Context: an optimization exercise on an open-source flow, tuned for small area and a short achievable clock period. The choices shown serve that exercise and are no tape-out recipe. In this exercise RTL edits were held to simulation tests only and were not proved equivalent to the original. Power figures rest on the tool's default switching activity, not on a simulated workload.

===== design/flow/flow/run.sh =====
#!/bin/bash
# Own layout flow: the standard flow (standard synthesis, floorplan, power
# grid, placement, CTS, routing) with two changes:
#  - the port buffers are sky130 buf_2 cells instead of the delay-buffer
#    cells buffer_ports picks by default;
#  - CTS uses clkbuf_16 with larger sink clusters and inserts no dummy loads.
# The full output of the ORFS run goes to flow.log; ORFS writes each step's
# own log under orfs/logs/.
set -euo pipefail
export BUFFER_PORTS_ARGS="-buffer_cell sky130_fd_sc_hd__buf_2"
export CTS_ARGS="-sink_clustering_enable -repair_clock_nets -dont_use_dummy_load -sink_clustering_size 28 -sink_clustering_max_diameter 80 -buf_list sky130_fd_sc_hd__clkbuf_16"
bash standard.sh > flow.log 2>&1

===== design/flow/standard.sh =====
#!/bin/bash
# synth_recipe.tcl (not shown) runs the flow's synth.tcl, then flattens the netlist and writes it again
# the make line also repeats each setting of config.mk as NAME=value (left out here)
make -C /OpenROAD-flow-scripts/flow DESIGN_CONFIG=/design/flow/config.mk WORK_HOME=/design/flow/orfs CLKGATE_MAP_FILE= SYNTH_SCRIPT=/design/flow/synth_recipe.tcl "${@:-finish}"

===== design/flow/config.mk =====
export PLATFORM = sky130hd
export DESIGN_NAME = mcdf_arb_n
export DESIGN_NICKNAME = mcdf_arb_n
export VERILOG_FILES = /design/flow/design.v
export SDC_FILE = /design/flow/constraint.sdc
export NUM_CORES = 4
export LEC_CHECK = 0
export CAP_MARGIN = 20
export CORE_MARGIN = 2
export CORE_UTILIZATION = 70
export CTS_BUF_LIST = sky130_fd_sc_hd__clkbuf_16
export CTS_CLUSTER_DIAMETER = 80
export CTS_CLUSTER_SIZE = 28
export SETUP_SLACK_MARGIN = 4.5
export SLEW_MARGIN = 20
export SYNTH_HIERARCHICAL = 1

===== design/flow/constraint.sdc =====
create_clock -name core_clock -period 8.0 [get_ports {clk_i}]
set_input_delay 1.6000 -clock core_clock [delete_from_list [all_inputs] [get_ports {clk_i}]]
set_output_delay 1.6000 -clock core_clock [all_outputs]
set_load 0.01 [all_outputs]

===== design/flow/design.v =====
module mcdf_arb_n #(
    parameter  int NCH   = 4,
    parameter  int DW    = 32,
    parameter  int DEPTH = 32,
    localparam int ID_W  = (NCH > 1) ? $clog2(NCH) : 1
) (
    input  logic                clk_i,
    input  logic                rstn_i,
    input  logic [NCH*DW-1:0]   ch_data_i,
    input  logic [NCH-1:0]      ch_valid_i,
    output logic [NCH-1:0]      ch_ready_o,
    input  logic [NCH-1:0]      cfg_en_i,
    input  logic [NCH*2-1:0]    cfg_prio_i,
    input  logic [NCH*3-1:0]    cfg_pkglen_i,
    output logic [NCH*8-1:0]    margin_o,
    input  logic                f2a_id_req_i,
    input  logic                f2a_ack_i,
    output logic                a2f_val_o,
    output logic [ID_W-1:0]     a2f_id_o,
    output logic [DW-1:0]       a2f_data_o,
    output logic [2:0]          a2f_pkglen_sel_o
);
    localparam int AW = $clog2(DEPTH);
    localparam int CW = AW + 1;
    localparam int RD = DEPTH - 1;
    logic            xfer, val;
    logic [NCH-1:0]  cur;               
    logic [DW-1:0]   head   [NCH];
    logic [DW-1:0]   sreg   [NCH][RD];
    logic [CW-1:0]   mgn    [NCH];      
    logic [CW-1:0]   mgn_nx [NCH];
    logic [NCH-1:0]  nfull, one;        
    logic [DW-1:0]   rdat   [NCH];
    logic [NCH-1:0]  empty, push, pop, elig, h_din, h_mem;
    logic [ID_W-1:0] rr_ptr;
    logic            grant_go, xfer_pop, last, val_nx;
    logic [AW-1:0]   wcnt;
    logic [NCH-1:0]  win;
    logic [ID_W-1:0] winner;
    logic [2:0]      win_len;
    always_comb begin
        for (int n = 0; n < NCH; n++) begin
            empty[n]           = mgn[n][AW];
            ch_ready_o[n]      = cfg_en_i[n] && nfull[n];
            push[n]            = ch_valid_i[n] && cfg_en_i[n] && nfull[n];
            pop[n]             = xfer_pop && cur[n];
            elig[n]            = cfg_en_i[n] && !empty[n];
            margin_o[n*8 +: 8] = 8'(mgn[n]);
            h_din[n]           = push[n] && (empty[n] || (one[n] && pop[n]));
            h_mem[n]           = pop[n] && !one[n];
            mgn_nx[n]          = mgn[n];
            if (push[n] && !pop[n])      mgn_nx[n] = mgn[n] - CW'(1);
            else if (pop[n] && !push[n]) mgn_nx[n] = mgn[n] + CW'(1);
        end
    end
    assign a2f_val_o = val;
    assign xfer_pop  = val && f2a_ack_i;
    localparam int NO = 2 * NCH;              
    localparam int NB = (NO + 2) / 3;
    logic [3*NB-1:0] osel;
    logic [DW-1:0]   odat [3*NB];
    logic [DW-1:0]   dout;
    logic            dout_en;
    always_comb begin
        dout_en = grant_go;
        for (int n = 0; n < NCH; n++) begin
            dout_en     = dout_en || (xfer && cur[n] && (h_din[n] || h_mem[n]));
            osel[n]     = win[n] && !xfer;
            odat[n]     = head[n];
            osel[NCH+n] = cur[n] && xfer;
            odat[NCH+n] = rdat[n];
        end
        for (int k = NO; k < 3*NB; k++) begin
            osel[k] = 1'b0;
            odat[k] = '0;
        end
    end
    logic [DW-1:0] dnx;
    for (genvar b = 0; b < DW; b++) begin : g_out
        logic [NB-1:0] t;
        for (genvar k = 0; k < NB; k++) begin : g_a
            if (3*k + 2 < NO) begin : g3
                mcdf_arb_aoi222 u_aoi (
                    .a0(odat[3*k][b]),   .s0(osel[3*k]),
                    .a1(odat[3*k+1][b]), .s1(osel[3*k+1]),
                    .a2(odat[3*k+2][b]), .s2(osel[3*k+2]),
                    .y(t[k]));
            end else if (3*k + 1 < NO) begin : g2
                mcdf_arb_aoi22 u_aoi (
                    .a0(odat[3*k][b]),   .s0(osel[3*k]),
                    .a1(odat[3*k+1][b]), .s1(osel[3*k+1]),
                    .y(t[k]));
            end else begin : g1
                assign t[k] = !(odat[3*k][b] && osel[3*k]);
            end
        end
        mcdf_arb_nand #(.W(NB)) u_nand (.a(t), .y(dnx[b]));
    end
    assign a2f_data_o = dout;
    always_ff @(posedge clk_i) begin
        if (dout_en) dout <= dnx;
    end
    localparam int NT = RD + 1;               
    localparam int NA = (NT + 2) / 3;         
    localparam int NN = (NA + 3) / 4;         
    for (genvar n = 0; n < NCH; n++) begin : g_rd
        logic [3*NA-1:0]    sel;
        logic [DW*3*NA-1:0] dat;
        always_comb begin
            sel = '0;
            dat = '0;
            for (int i = 0; i < RD; i++) begin
                sel[i]          = (mgn[n] == CW'(RD - 1 - i));
                dat[i*DW +: DW] = sreg[n][i];
            end
            sel[RD]          = h_din[n];
            dat[RD*DW +: DW] = ch_data_i[n*DW +: DW];
        end
        for (genvar b = 0; b < DW; b++) begin : g_b
            logic [NA-1:0] t;
            logic [NN-1:0] u;
            for (genvar k = 0; k < NA; k++) begin : g_a
                if (3*k + 2 < NT) begin : g3
                    mcdf_arb_aoi222 u_aoi (
                        .a0(dat[(3*k)*DW + b]),   .s0(sel[3*k]),
                        .a1(dat[(3*k+1)*DW + b]), .s1(sel[3*k+1]),
                        .a2(dat[(3*k+2)*DW + b]), .s2(sel[3*k+2]),
                        .y(t[k]));
                end else if (3*k + 1 < NT) begin : g2
                    mcdf_arb_aoi22 u_aoi (
                        .a0(dat[(3*k)*DW + b]),   .s0(sel[3*k]),
                        .a1(dat[(3*k+1)*DW + b]), .s1(sel[3*k+1]),
                        .y(t[k]));
                end else begin : g1
                    assign t[k] = !(dat[(3*k)*DW + b] && sel[3*k]);
                end
            end
            for (genvar k = 0; k < NN; k++) begin : g_n
                localparam int W = (NA - 4*k < 4) ? NA - 4*k : 4;
                mcdf_arb_nand #(.W(W)) u_nand (.a(t[4*k +: W]), .y(u[k]));
            end
            assign rdat[n][b] = |u;
        end
    end
    always_comb begin
        for (int i = 0; i < NCH; i++) begin
            win[i] = elig[i];
            for (int j = 0; j < NCH; j++) begin
                if (j != i) begin
                    logic [ID_W-1:0] di, dj;
                    di = ID_W'(i) - rr_ptr - ID_W'(1);    
                    dj = ID_W'(j) - rr_ptr - ID_W'(1);
                    win[i] = win[i] && (!elig[j] ||
                             (cfg_prio_i[i*2 +: 2] < cfg_prio_i[j*2 +: 2]) ||
                             ((cfg_prio_i[i*2 +: 2] == cfg_prio_i[j*2 +: 2]) && (di < dj)));
                end
            end
        end
        winner  = '0;
        win_len = '0;
        for (int i = 0; i < NCH; i++) begin
            winner  = winner  | (win[i] ? ID_W'(i) : '0);
            win_len = win_len | (win[i] ? cfg_pkglen_i[i*3 +: 3] : 3'd0);
        end
    end
    assign grant_go = !xfer && f2a_id_req_i && (|elig);
    always_comb begin
        case (a2f_pkglen_sel_o)
            3'd0:    last = &wcnt[1:0];
            3'd1:    last = &wcnt[2:0];
            3'd2:    last = &wcnt[3:0];
            default: last = &wcnt[4:0];
        endcase
    end
    always_comb begin
        val_nx = 1'b0;
        if (grant_go) begin
            val_nx = 1'b1;
        end else if (xfer && !(xfer_pop && last)) begin
            for (int n = 0; n < NCH; n++)
                if (cur[n]) val_nx = !mgn_nx[n][AW];
        end
    end
    always_ff @(posedge clk_i or negedge rstn_i) begin
        if (!rstn_i) begin
            xfer             <= 1'b0;
            val              <= 1'b0;
            a2f_id_o         <= '0;
            cur              <= '0;
            a2f_pkglen_sel_o <= '0;
            rr_ptr           <= ID_W'(NCH - 1);
            wcnt             <= '0;
        end else begin
            val <= val_nx;
            if (grant_go) begin
                xfer             <= 1'b1;
                a2f_id_o         <= winner;
                cur              <= win;
                rr_ptr           <= winner;
                a2f_pkglen_sel_o <= win_len;
            end
            if (xfer_pop) begin
                if (last) begin
                    xfer <= 1'b0;
                    wcnt <= '0;
                end else begin
                    wcnt <= wcnt + AW'(1);
                end
            end
        end
    end
    always_ff @(posedge clk_i or negedge rstn_i) begin
        if (!rstn_i) begin
            for (int n = 0; n < NCH; n++) begin
                mgn[n]   <= CW'(DEPTH);
                nfull[n] <= 1'b1;
                one[n]   <= 1'b0;
            end
        end else begin
            for (int n = 0; n < NCH; n++) begin
                mgn[n]   <= mgn_nx[n];
                nfull[n] <= (mgn_nx[n] != '0);
                one[n]   <= (mgn_nx[n] == CW'(DEPTH - 1));
            end
        end
    end
    always_ff @(posedge clk_i) begin
        for (int n = 0; n < NCH; n++) begin
            if (h_din[n] || h_mem[n]) head[n] <= rdat[n];
            if (push[n]) begin
                sreg[n][0] <= ch_data_i[n*DW +: DW];
                for (int i = 1; i < RD; i++) sreg[n][i] <= sreg[n][i-1];
            end
        end
    end
endmodule
module mcdf_arb_aoi222 (
    input  logic a0, s0, a1, s1, a2, s2,
    output logic y
);
    assign y = !((a0 && s0) || (a1 && s1) || (a2 && s2));
endmodule
module mcdf_arb_aoi22 (
    input  logic a0, s0, a1, s1,
    output logic y
);
    assign y = !((a0 && s0) || (a1 && s1));
endmodule
module mcdf_arb_nand #(
    parameter int W = 4
) (
    input  logic [W-1:0] a,
    output logic         y
);
    assign y = !(&a);
endmodule

==> impl_metrics.toml, run 1 <==
[global_route]
use_met1_pct = 54.1
grt-busiest-layer = "met1"
grt_pass1_wl_um = 542000
grt_overflow = 0
grt_pass1_vias = 75235
grtUsageTotal_pct = 35.6
grt_max_degree = 218
grtUsageMet3_pct = 9.46
antenna_found_initial = 21
grtUsageMet2_pct = 49.5

[synthesis]
synthArstFlopShare_pct = 1.20
synth_top_cell_by_area = "edfxtp_1"
synth_edf_count = 4128
ys_types = 60
ys_top_cells_by_count = "edfxtp_1, a222oi_1, nand4_1"
syn_area_mm2 = 0.147
synth_cells = 6770
yosysMostFrequentCell = "edfxtp_1"
synthTopCellsByArea = "edfxtp_1, a222oi_1, a22oi_2, nand4_1, dfrtp_1"
yosys_warnings = 19
ys_seq_area_share_pct = 85.2
avgSynthCellArea_um2 = 21.7
synthFlopType = "edfxtp_1"
synth_top_area_share_pct = 84.3
synth_seq_cells = 4178

[setup_path]
crit_arrival_ns = 4.12
cp_max_fo = 32
worst_setup_path_start_kind = "primary input"
required_ns = 8.50
crit_type = "in2reg"
r2r_slack_ns = 4.43
critPathCaptureType = "flip-flop"

[timing]
rsz0062_at_grt = "true"
hold_viol = 0
clock.fmax_mhz = 276
layout_setup_ws_ns = 4.38
whs_ns = 0.414
setup_tns_ns = 0
fin_skew_ns = 0.0380
maxSlewHeadroom_pct = 14.9
setup_viol = 0
fin_crit_sh_pct = 45.2
fin_crit_ns = 3.62
tightest_slew_ns = 1.28
finalMaxSlewViolations = 0

[cts]
h-tree-depth = 4
clockRootBuffer = "clkbuf_16"
cts_buffer_depth = 3
path_clk_slew_ns = 0.10
clock_latency_ns = 0.86
cts_made_buffers = 169
cts_tree = "yes"
ctsHoldBuffers = 0
cts_num_sinks = 4178

[floorplanning]
die_y_um = 462
dieArea_mm2 = 0.214
row_count = 168
die_x_um = 462
boundaryPins = 234
start_util_pct = 70.3
core_mm2 = 0.209

[placement]
io_buffers = 225
placed_area_mm2 = 0.154
place_ws_ns = 3.13
globalplace.congestion = 0.959
place.detailed.hpwl_um = 240000

[detailed_routing]
ant_nets = 0
vias = 81168
wl_um = 385000
wire_per_inst_um = 37.9
drc_errors = 0
vias_per_cell = 7.99
drt_iter0_drc = 20854
drt_pre_antenna_iters = 15

[final_layout]
syn2layout_area_growth_pct = 8.20
drive_gt1_share_pct = 13.6
nets = 7540
fin_area_mm2 = 0.159

[pwr]
leakagePower_uw = 0.0502
powerDensity_mw_per_mm2 = 298
ir_drop_mv = 0.301

[min_path]
holdCritPathClass = "reg2reg"

[flow_run]
drv_cap = 0

[status]
status = "timing/DRC/antenna clean"
-- path summary, 6_finish.rpt --
check	from	end	cells after the start
worst max register to register	mgn[0][4]	dout[24]	9
min in group asynchronous	rstn_i	mgn[0][1]	1
max in group asynchronous	rstn_i	mgn[3][3]	1
worst min-delay path	sreg[67][20]	sreg[68][20]	0
worst max-delay path	cfg_en_i[2]	dout[8]	7
worst min register to register	sreg[67][20]	sreg[68][20]	0
-- report_power, final --
part | switching [uW] | internal [uW]
Clock | 6070 | 3800
Combinational | 6870 | 2420
Sequential | 1220 | 27000
-- sequential cells by signal, indices dropped and copies added, names as in the netlist --
name	count
sreg	3968
head	128
dout	32
mgn	24
wcnt	5
cur	4
nfull	4
one	4
a2f_pkglen_sel_o	3
a2f_id_o	2
rr_ptr	2
val	1
xfer	1
-- repair_timing --
| item | 4_1_cts | 5_1_grt |
|---|---|---|
| gates resized for setup | 144 | 94 |
| buffers inserted | 9 | 16 |
| setup endpoints to repair | 1471 | 871 |
| pin swaps | 45 | 67 |
| cloned | 0 | 2 |
-- metal layers --
layer | routed length (um) | up-vias
met4 | 19500 | 6
met3 | 61300 | 639
met2 | 167000 | 6931
met5 | 37 | -
met1 | 137000 | 41144
li1 | - | 32448
-- per-module statistics from Yosys, one instance, submodules excluded, excerpt --
module | flops+latches | times used | cells | cell area [um2]
mcdf_arb_n | 4178 | 1 | 4850 | 129000
mcdf_arb_aoi222 | 0 | 1344 | 1 | 10.0
mcdf_arb_aoi22 | 0 | 160 | 1 | 12.5
-- metrics by stage --
step | utilization [%] | power (uW) | std cells
finish | 76.1 | 47400 | 10155
global route | 76.0 | 48500 | 10146
CTS | 75.8 | 47100 | 10124
detailed placement | 73.5 | 37200 | 9946
global placement | 73.5 | 36900 | 9946
floorplan | - | 32300 | 6777
-- placed cells by master (no fill, tap or decap), drive strengths merged, types with 3 or more instances in the layout --
master,Yosys,routed
a21oi,18,18
a221o,3,3
a222oi,1344,1344
a22oi,163,163
a31oi,4,4
and2,19,19
and3,32,32
and4,3,3
buf,13,414
clkbuf,10,171
clkinv,1,4
conb,1,8
dfrtp,40,40
dfstp,10,10
diode,0,11
edfxtp,4128,4128
ha,39,39
inv,38,35
nand2,64,64
nand2b,14,14
nand3,187,187
nand4,261,261
nand4b,3,3
nor2,129,129
nor2b,18,18
nor3,11,11
nor4,5,5
o211ai,7,7
o21ai,18,18
o22ai,12,12
or2,4,4
or3,128,128
or4,3,3
xnor2,13,13
xor2,7,7
-- layout make-up --
type	count	area, um2
multi-input cells	2537	22700
diodes	11	27.5
flip-flops and latches	4178	125000
repair buffers	416	3130
inverters	39	251
well taps	2805	3510
clock buffers	169	4230
fillers	11472	50100
-- cell families (layout without fill, tap and decap cells) --
group	after synthesis	in the layout	synth area share, %
adders and majority gates	39	39	0.332
AOI/OAI and AO/OA	1585	1585	10.9
buffers and inverters	62	624	0.191
xor gates and xnor gates	20	20	0.124
and+or+nand+nor	885	885	3.29
other	1	19	0.00255
DFF	4178	4178	85.2
-- worst max-delay path, stage by stage --
cell,delay [ns]
buf_12,0.08
buf_12,0.11
nor2b_1,0.84
o41ai_2,0.31
nor2_1,0.70
a221oi_4,0.10
nand2_8,0.32
==> inputs of run 2 (changes only) <==
==> design/flow/run.sh (new file) <==
#!/bin/bash
# synth_recipe.tcl (not shown) runs the flow's synth.tcl, then flattens the netlist and writes it again
# the make line also repeats each setting of config.mk as NAME=value (left out here)
make -C /OpenROAD-flow-scripts/flow DESIGN_CONFIG=/design/flow/config.mk WORK_HOME=/design/flow/orfs CLKGATE_MAP_FILE= SYNTH_SCRIPT=/design/flow/synth_recipe.tcl finish
removed: design/flow/flow/run.sh
removed: design/flow/standard.sh
==> run 2 against run 1 <==
  * Combinational power grew 3.7%
  * Clock power rose by 5%
  * Register-to-register slack got worse by 0.02 ns
  * Critical path type is now in2out
  * Total power is 1.7% higher
  * First-iteration DRC count up 4.9%
  * Synthesized cell count did not move
  * Critical path depth fell by 4
  * Global-route usage is 0.33 points higher
  * Utilization up 1.2 points
  * Clock skew down 0.0020 ns
  * Cell count rose by 1.3%
==> impl_metrics.toml, run 2 <==
[status]
status = "timing/DRC/antenna clean"

[setup_path]
r2r-start = "mgn[1][4]"
worst_setup_path_start_kind = "primary input"
reg2reg_depth = 9
crit_arrival_ns = 2.01
required_ns = 6.40
critPathCaptureType = "output pin"
crit_type = "in2out"
cp_max_fo = 3
r2r_slack_ns = 4.41
reg2reg_to = "dout[1]"

[synthesis]
synth_top_cell_by_area = "edfxtp_1"
yosys_warnings = 19
synth_seq_cells = 4178
syn_area_mm2 = 0.147
ys_seq_area_share_pct = 85.2
yosysMostFrequentCell = "edfxtp_1"
synth_edf_count = 4128
synthArstFlopShare_pct = 1.20
ys_top_cells_by_count = "edfxtp_1, a222oi_1, nand4_1"
synthFlopType = "edfxtp_1"
synth_cells = 6770
ys_types = 60
synth_top_area_share_pct = 84.3
synthTopCellsByArea = "edfxtp_1, a222oi_1, a22oi_2, nand4_1, dfrtp_1"
avgSynthCellArea_um2 = 21.7

[floorplanning]
boundaryPins = 234
core_mm2 = 0.209
die_x_um = 462
die_y_um = 462
dieArea_mm2 = 0.214
row_count = 168
start_util_pct = 70.3

[timing]
clock.fmax_mhz = 277
fin_crit_sh_pct = 45.1
fin_crit_ns = 3.61
layout_setup_ws_ns = 4.39
fin_skew_ns = 0.0360
setup_tns_ns = 0
tightest_slew_ns = 1.18
maxSlewHeadroom_pct = 21.5
setup_viol = 0
hold_viol = 0
rsz0062_at_grt = "true"
finalMaxSlewViolations = 0

[cts]
cts_buffer_depth = 3
h-tree-depth = 4
clockRootBuffer = "clkbuf_16"
cts_tree = "yes"
clock_latency_ns = 0.86
path_clk_slew_ns = 0.10
cts_num_sinks = 4178
ctsHoldBuffers = 0
cts_made_buffers = 169

[detailed_routing]
drt_pre_antenna_iters = 14
drc_errors = 0
drt_iter0_drc = 21875
wl_met2_um = 169000
vias_per_cell = 8.02
routed.top_layer = "met5"
wire_per_inst_um = 37.9
met1_length_um = 138000
wl_um = 390000
vias = 82461
ant_nets = 0
wl_met3_um = 62400

[final_layout]
top_register = "sreg"
final_common_cell = "edfxtp_1"
syn2layout_area_growth_pct = 9.95
fillers = 11156
nets = 7607
largest_register_ffs = 3968
most-common-layout-cells = "edfxtp_1, a222oi_1, nand4_1, nand3_1, clkbuf_16"
reg.largest.list = "sreg: 3968 flops, head: 128 flops, dout: 32 flops"
drive_gt1_share_pct = 12.0

[flow_run]
drv_cap = 0

[min_path]
min_path_cells = 0
holdCritPathClass = "reg2reg"
hold_path_end = "sreg[12][19]"
min-delay-start = "sreg[11][19]"

[global_route]
grt_overflow = 0
antenna_found_initial = 32
grt_pass1_wl_um = 547000
grt_pass1_vias = 76559
grtUsageTotal_pct = 35.9
grt_max_degree = 218

[pwr]
leakagePower_uw = 0.0510
pwr-share-seq_pct = 58.5
power_frac_comb_pct = 20.0
p_int_uw = 33800
swShare_pct = 29.8
p_clk_share_pct = 21.5
p_sw_uw = 14400
powerDensity_mw_per_mm2 = 298
ir_drop_mv = 0.266

[placement]
place_ws_ns = 2.56
io_buffers = 225
place.detailed.hpwl_um = 237000
globalplace.congestion = 0.960
[run 2: cell counts after synthesis]
No cell type changed its count.
[run 2: final cells by class]
cell class / instances / area [um2] / share of cell area, %
Multi-Input combinational cell: 2538 / 22800 / 14.1
Antenna cell: 14 / 35.0 / 0.0217
Timing Repair Buffer: 478 / 4980 / 3.08
Sequential cell: 4178 / 125000 / 77.5
Tap cell: 2805 / 3510 / 2.17
Clock inverter: 48 / 332 / 0.205
Clock buffer: 178 / 4450 / 2.76
Timing Repair inverter: 4 / 65.1 / 0.0403
Inverter: 39 / 259 / 0.160
[run 2: timing repair]
item                                    in CTS  in global routing
gates cloned                                12                  4
endpoints found under the setup margin    1359                529
resized for setup                          278                124
setup buffers                               36                 30
pin swaps                                   49                 99
[run 2: logic make-up (layout without fill, tap and decap cells)]
group           after synthesis  count (layout)  share of synthesized area [%]
other cells                   1              22                        0.00255
buf+inv                      62             747                          0.191
xor+xnor                     20              20                          0.124
fa+ha+maj                    39              39                          0.332
flops                      4178            4178                           85.2
simple gates                885             886                           3.29
compound gates             1585            1585                           10.9
[run 2: through the flow]
stage | utilization, % | hold slack, ns | std cells | total power [uW] | cell area, um2
floorplan | - | 0.426 | 6777 | 32300 | 147000
global route | 77.3 | 0.449 | 10277 | 49300 | 162000
CTS | 76.9 | 0.439 | 10231 | 47700 | 161000
finish | 77.3 | 0.433 | 10282 | 48200 | 162000
global placement | 74.0 | 0.427 | 9957 | 37000 | 155000
detailed placement | 74.0 | 0.432 | 9957 | 37200 | 155000
[run 2: power groups by stage]
stage	combinational (uW)	sequential, uW	clock (uW)
final	9630	28200	10400
after global routing	9790	28400	11100
after CTS	9070	28200	10500
after detailed placement	8560	28700	0
after global placement	8410	28600	0
after floorplan	4000	28300	0
[run 2: critical path, stage by stage]
cell	delay [ns]
buf_6	0.12
and2_1	0.14
clkbuf_2	0.14
[run 2: how the worst max path moves through the flow]
stage	startpoint	to
after floorplan	cfg_en_i[0]	dout[0]
after global placement	f2a_ack_i	dout[16]
after detailed placement	f2a_ack_i	dout[2]
after CTS	cfg_en_i[2]	ch_ready_o[2]
after global routing	mgn[1][0]	dout[1]
final	cfg_en_i[2]	ch_ready_o[2]
[run 2: Yosys stat by module, one instance, submodules excluded, a selection]
module | area [um2] | copies in the design | cells | flip-flops and latches
mcdf_arb_aoi222 | 10.0 | 1344 | 1 | 0
mcdf_arb_aoi22 | 12.5 | 160 | 1 | 0
mcdf_arb_n | 129000 | 1 | 4850 | 4178
[run 2: routing by layer]
layer  track usage [%]  vias to the layer above
li1                  -                    32668
met1              54.3                    41682
met2              49.8                     7378
met3              9.66                      721
met4              16.5                       12
met5                 0                        -
==> inputs of run 3 (changes only) <==
--- a/design/flow/design.v
+++ b/design/flow/design.v
@@ -30,5 +30,5 @@
     logic [CW-1:0]   mgn    [NCH];      
     logic [CW-1:0]   mgn_nx [NCH];
-    logic [NCH-1:0]  nfull, one;        
+    logic [NCH-1:0]  full, one;         
     logic [DW-1:0]   rdat   [NCH];
     logic [NCH-1:0]  empty, push, pop, elig, h_din, h_mem;
@@ -42,6 +42,6 @@
         for (int n = 0; n < NCH; n++) begin
             empty[n]           = mgn[n][AW];
-            ch_ready_o[n]      = cfg_en_i[n] && nfull[n];
-            push[n]            = ch_valid_i[n] && cfg_en_i[n] && nfull[n];
+            ch_ready_o[n]      = cfg_en_i[n] && !full[n];
+            push[n]            = ch_valid_i[n] && cfg_en_i[n] && !full[n];
             pop[n]             = xfer_pop && cur[n];
             elig[n]            = cfg_en_i[n] && !empty[n];
@@ -110,8 +110,10 @@
             sel = '0;
             dat = '0;
-            for (int i = 0; i < RD; i++) begin
-                sel[i]          = (mgn[n] == CW'(RD - 1 - i));
+            for (int i = 0; i < RD - 1; i++) begin
+                sel[i]          = (mgn[n][AW-1:0] == AW'(RD - 1 - i));
                 dat[i*DW +: DW] = sreg[n][i];
             end
+            sel[RD-1]                = full[n];
+            dat[(RD-1)*DW +: DW]     = sreg[n][RD-1];
             sel[RD]          = h_din[n];
             dat[RD*DW +: DW] = ch_data_i[n*DW +: DW];
@@ -214,5 +216,5 @@
             for (int n = 0; n < NCH; n++) begin
                 mgn[n]   <= CW'(DEPTH);
-                nfull[n] <= 1'b1;
+                full[n]  <= 1'b0;
                 one[n]   <= 1'b0;
             end
@@ -220,5 +222,5 @@
             for (int n = 0; n < NCH; n++) begin
                 mgn[n]   <= mgn_nx[n];
-                nfull[n] <= (mgn_nx[n] != '0);
+                full[n]  <= (mgn_nx[n] == '0);
                 one[n]   <= (mgn_nx[n] == CW'(DEPTH - 1));
             end
==> design/flow/flow/run.sh (new file) <==
#!/bin/bash
# Own layout flow: the standard flow (standard synthesis, floorplan, power
# grid, placement, CTS, routing) with two changes:
#  - the port buffers are sky130 buf_2 cells instead of the delay-buffer
#    cells buffer_ports picks by default;
#  - CTS uses clkbuf_16 with larger sink clusters and inserts no dummy loads.
# The full output of the ORFS run goes to flow.log; ORFS writes each step's
# own log under orfs/logs/.
set -euo pipefail
export BUFFER_PORTS_ARGS="-buffer_cell sky130_fd_sc_hd__buf_2"
export CTS_ARGS="-sink_clustering_enable -repair_clock_nets -dont_use_dummy_load -sink_clustering_size 28 -sink_clustering_max_diameter 80 -buf_list sky130_fd_sc_hd__clkbuf_16"
bash standard.sh > flow.log 2>&1
==> design/flow/standard.sh (new file) <==
#!/bin/bash
# synth_recipe.tcl (not shown) runs the flow's synth.tcl, then flattens the netlist and writes it again
# the make line also repeats each setting of config.mk as NAME=value (left out here)
make -C /OpenROAD-flow-scripts/flow DESIGN_CONFIG=/design/flow/config.mk WORK_HOME=/design/flow/orfs CLKGATE_MAP_FILE= SYNTH_SCRIPT=/design/flow/synth_recipe.tcl "${@:-finish}"
removed: design/flow/run.sh
==> run 3 against run 2 <==
  * Still clean
  * Synthesized area rose by 0.12%
  * Non-clock buffer count fell by 8
  * Critical path depth did not move
  * Clock power fell by 5%
  * Cell area fell by 1.0%
  * Sequential share of layout area rose by 0.80 points
  * Die area rose by 0.12%
  * Sequential power barely moved
  * Synthesized cell count rose by 0.10%
  * Fmax fell by 2.2%
==> impl_metrics.toml, run 3 <==
[status]
status = "timing/DRC/antenna clean"

[timing]
fin_crit_sh_pct = 46.1
rsz0062_at_grt = "true"
fin_crit_ns = 3.69
hold_viol = 0
setup_tns_ns = 0
tightest_slew_ns = 1.16
maxSlewHeadroom_pct = 22.8
finalMaxSlewViolations = 0
setup_viol = 0
layout_setup_ws_ns = 4.31
clock.fmax_mhz = 271
fin_skew_ns = 0.0515

[setup_path]
reg2reg_depth = 11
required_ns = 6.40
crit_arrival_ns = 2.09
worst_setup_path_start_kind = "primary input"
r2r_slack_ns = 4.40
reg2reg_to = "dout[6]"
critPathCaptureType = "output pin"
crit_type = "in2out"
r2r-start = "mgn[1][0]"
critical_path.startpoint = "cfg_en_i[1]"
cp_max_fo = 3

[pwr]
ir_drop_mv = 0.304
powerDensity_mw_per_mm2 = 305
leakagePower_uw = 0.0504

[final_layout]
layout.cells.non_filler = 10201
most-common-layout-cells = "edfxtp_1, a222oi_1, nand4_1, buf_2"
top_register = "sreg"
nets = 7599
syn2layout_area_growth_pct = 8.70
final_common_cell = "edfxtp_1"
reg.largest.list = "sreg: 3968 flops, head: 128 flops, dout: 32 flops"
fillers = 11407
drive_gt1_share_pct = 14.7
largest_register_ffs = 3968

[placement]
io_buffers = 225
place_ws_ns = 3.10
globalplace.congestion = 0.901
place.detailed.hpwl_um = 230000
dp_cells = 9956

[floorplanning]
core_mm2 = 0.209
boundaryPins = 234
dieArea_mm2 = 0.214
die_y_um = 463
die_x_um = 463
start_util_pct = 70.3
row_count = 168

[cts]
h-tree-depth = 4
cts_made_buffers = 170
clock_latency_ns = 0.88
ctsHoldBuffers = 0
cts_tree = "yes"
cts_num_sinks = 4178
clockRootBuffer = "clkbuf_16"
cts_buffer_depth = 3
path_clk_slew_ns = 0.11

[detailed_routing]
vias_per_cell = 7.98
drt_pre_antenna_iters = 14
drc_errors = 0
vias = 81357
wire_per_inst_um = 37.5
ant_nets = 0
drt_iter0_drc = 20143
wl_um = 383000

[synthesis]
synthTopCellsByArea = "edfxtp_1, a222oi_1, a22oi_2, nand4_1, dfrtp_1"
ys_seq_area_share_pct = 85.1
synth_top_family_by_area = "compound AO/OA/AOI/OAI gates"
synth_seq_cells = 4178
yosysMostFrequentCell = "edfxtp_1"
synthArstFlopShare_pct = 1.20
synth_edf_count = 4128
ys_top_cells_by_count = "edfxtp_1, a222oi_1, nand4_1"
synth_xor_area_share_pct = 0.129
synth_cells = 6777
ys_types = 68
muxShareOfSynthArea_pct = 0
yosys_warnings = 19
avgSynthCellArea_um2 = 21.7
synth-adder-area-share_pct = 0.366
yosys.area_share.simple_pct = 3.29
synth_top_area_share_pct = 84.2
synth_top_cell_by_area = "edfxtp_1"
synth-compound-area-share_pct = 10.9
synthFlopType = "edfxtp_1"
syn_area_mm2 = 0.147

[min_path]
min_path_cells = 0
holdCritPathClass = "reg2reg"
min-delay-start = "sreg[60][21]"
hold_path_end = "sreg[61][21]"

[global_route]
grt_max_degree = 215
grt_pass1_wl_um = 541000
antenna_found_initial = 18
grt_pass1_vias = 76207
grtUsageTotal_pct = 34.9
grt_overflow = 0

[flow_run]
drv_cap = 0
[run 3: cell types whose count changed in the layout (fill, tap and decap cells not counted), sizes merged, moves of 12 or more]
cell	delta
clkinv	-16
diode	-12
clkdlybuf4s50	-160
nor2	+20
inv	-42
buf	+210
nand3	-12
and3	-15
dlygate4sd2	-49
[run 3: where the power goes]
group          internal (uW)  switching, uW  leakage (uW)
Combinational           3030           7880       0.00908
Clock                   3830           6060       0.00209
Sequential             26800           1200        0.0392
[run 3: Yosys stat by module, one instance, submodules excluded, a selection]
module / flops+latches / area [um2]
mcdf_arb_n: 4178 / 129000
mcdf_arb_aoi22: 0 / 12.5
mcdf_arb_aoi222: 0 / 10.0
[run 3: layout make-up]
type                       instances  area, um2  area share, %
antenna                            2       5.00        0.00313
timing repair buffer             470       3740           2.34
multi-input combinational       2540      23100           14.4
timing repair inverter             3       15.0        0.00938
tap                             2805       3510           2.19
clock buffer                     170       4250           2.66
sequential                      4178     125000           78.3
inverter                          33        155         0.0970
[run 3: cells by family (layout without fill, tap and decap cells)]
family / count (synthesis) / count (layout)
AOI/OAI and AO/OA: 1591 / 1591
xor gates and xnor gates: 20 / 20
adders and majority gates: 43 / 43
buffers and inverters: 67 / 676
DFF: 4178 / 4178
other: 1 / 10
and+or+nand+nor: 877 / 878
[run 3: stage by stage]
| step | util, % | cell area [um2] | hold slack (ns) | total power, uW |
|---|---|---|---|---|
| after floorplan | - | 147000 | 0.426 | 33500 |
| after global placement | 73.5 | 154000 | 0.428 | 38000 |
| after detailed placement | 73.5 | 154000 | 0.431 | 38300 |
| after CTS | 75.9 | 159000 | 0.427 | 48200 |
| after global routing | 76.4 | 160000 | 0.433 | 49900 |
| final | 76.4 | 160000 | 0.424 | 48700 |
[run 3: worst max path at each step]
stage / slack [ns] / to / cells after the start
6_report: 4.31 / ch_ready_o[1] / 3
2_1_floorplan: -9.75 / dout[0] / 6
5_1_grt: 4.33 / ch_ready_o[1] / 3
3_3_place_gp: 3.14 / dout[29] / 8
4_1_cts: 4.32 / ch_ready_o[1] / 3
3_5_place_dp: 3.10 / val / 8
[run 3: critical path, stage by stage]
cell     delay [ns]
buf_8          0.08
nor2b_4        0.26
buf_6          0.14
[run 3: what timing repair did]
| item | 4_1_cts | 5_1_grt |
|---|---|---|
| gates resized for setup | 130 | 125 |
| cloned | 5 | 5 |
| buffers inserted | 14 | 47 |
| setup endpoints to repair | 1792 | 439 |
| pin swaps | 33 | 67 |
[run 3: routing by layer]
layer | GRT usage, % | up-vias | share of wire (%)
met3 | 8.16 | 670 | 15
li1 | - | 32553 | -
met2 | 50.3 | 6836 | 45
met5 | 0 | - | 0.018
met1 | 52.0 | 41288 | 35
met4 | 16.3 | 10 | 5.3

## re-timing with driven ports
The results above use ideal ports. As a check the final layouts listed here were re-extracted and re-timed, cells and wires unchanged.
Step 1: set_driving_cell puts a clkbuf_16 on clk_i and a buf_2 on each other input, an assumption about the parent block.
Step 2 adds t to the input delays and takes it off the output delays; t is the mean of the earliest and latest rising clock arrival at the registers after step 1. Input paths then give back, and output paths get back, about the clock's delay inside the block.
a / b / c = ideal / step 1 / step 2; a / b = the first two.
run	t, ns	slack for setup (ns)	clock arrival spread, ns	worst slew at a driven data input, ns	cell pins on the clock port's net
run 1	0.929	4.382 / 4.401 / 3.472	0.041 / 0.041	0.07	1
run 2	0.954	4.392 / 4.333 / 3.639	0.046 / 0.046	0.06	1
run 3	0.943	4.311 / 4.100 / 3.591	0.058 / 0.058	0.22	1
After both steps every run listed still meets setup and hold. The setup slack of run 1, which loses most, moves by +0.019 ns with the drivers and by -0.910 ns with both steps.
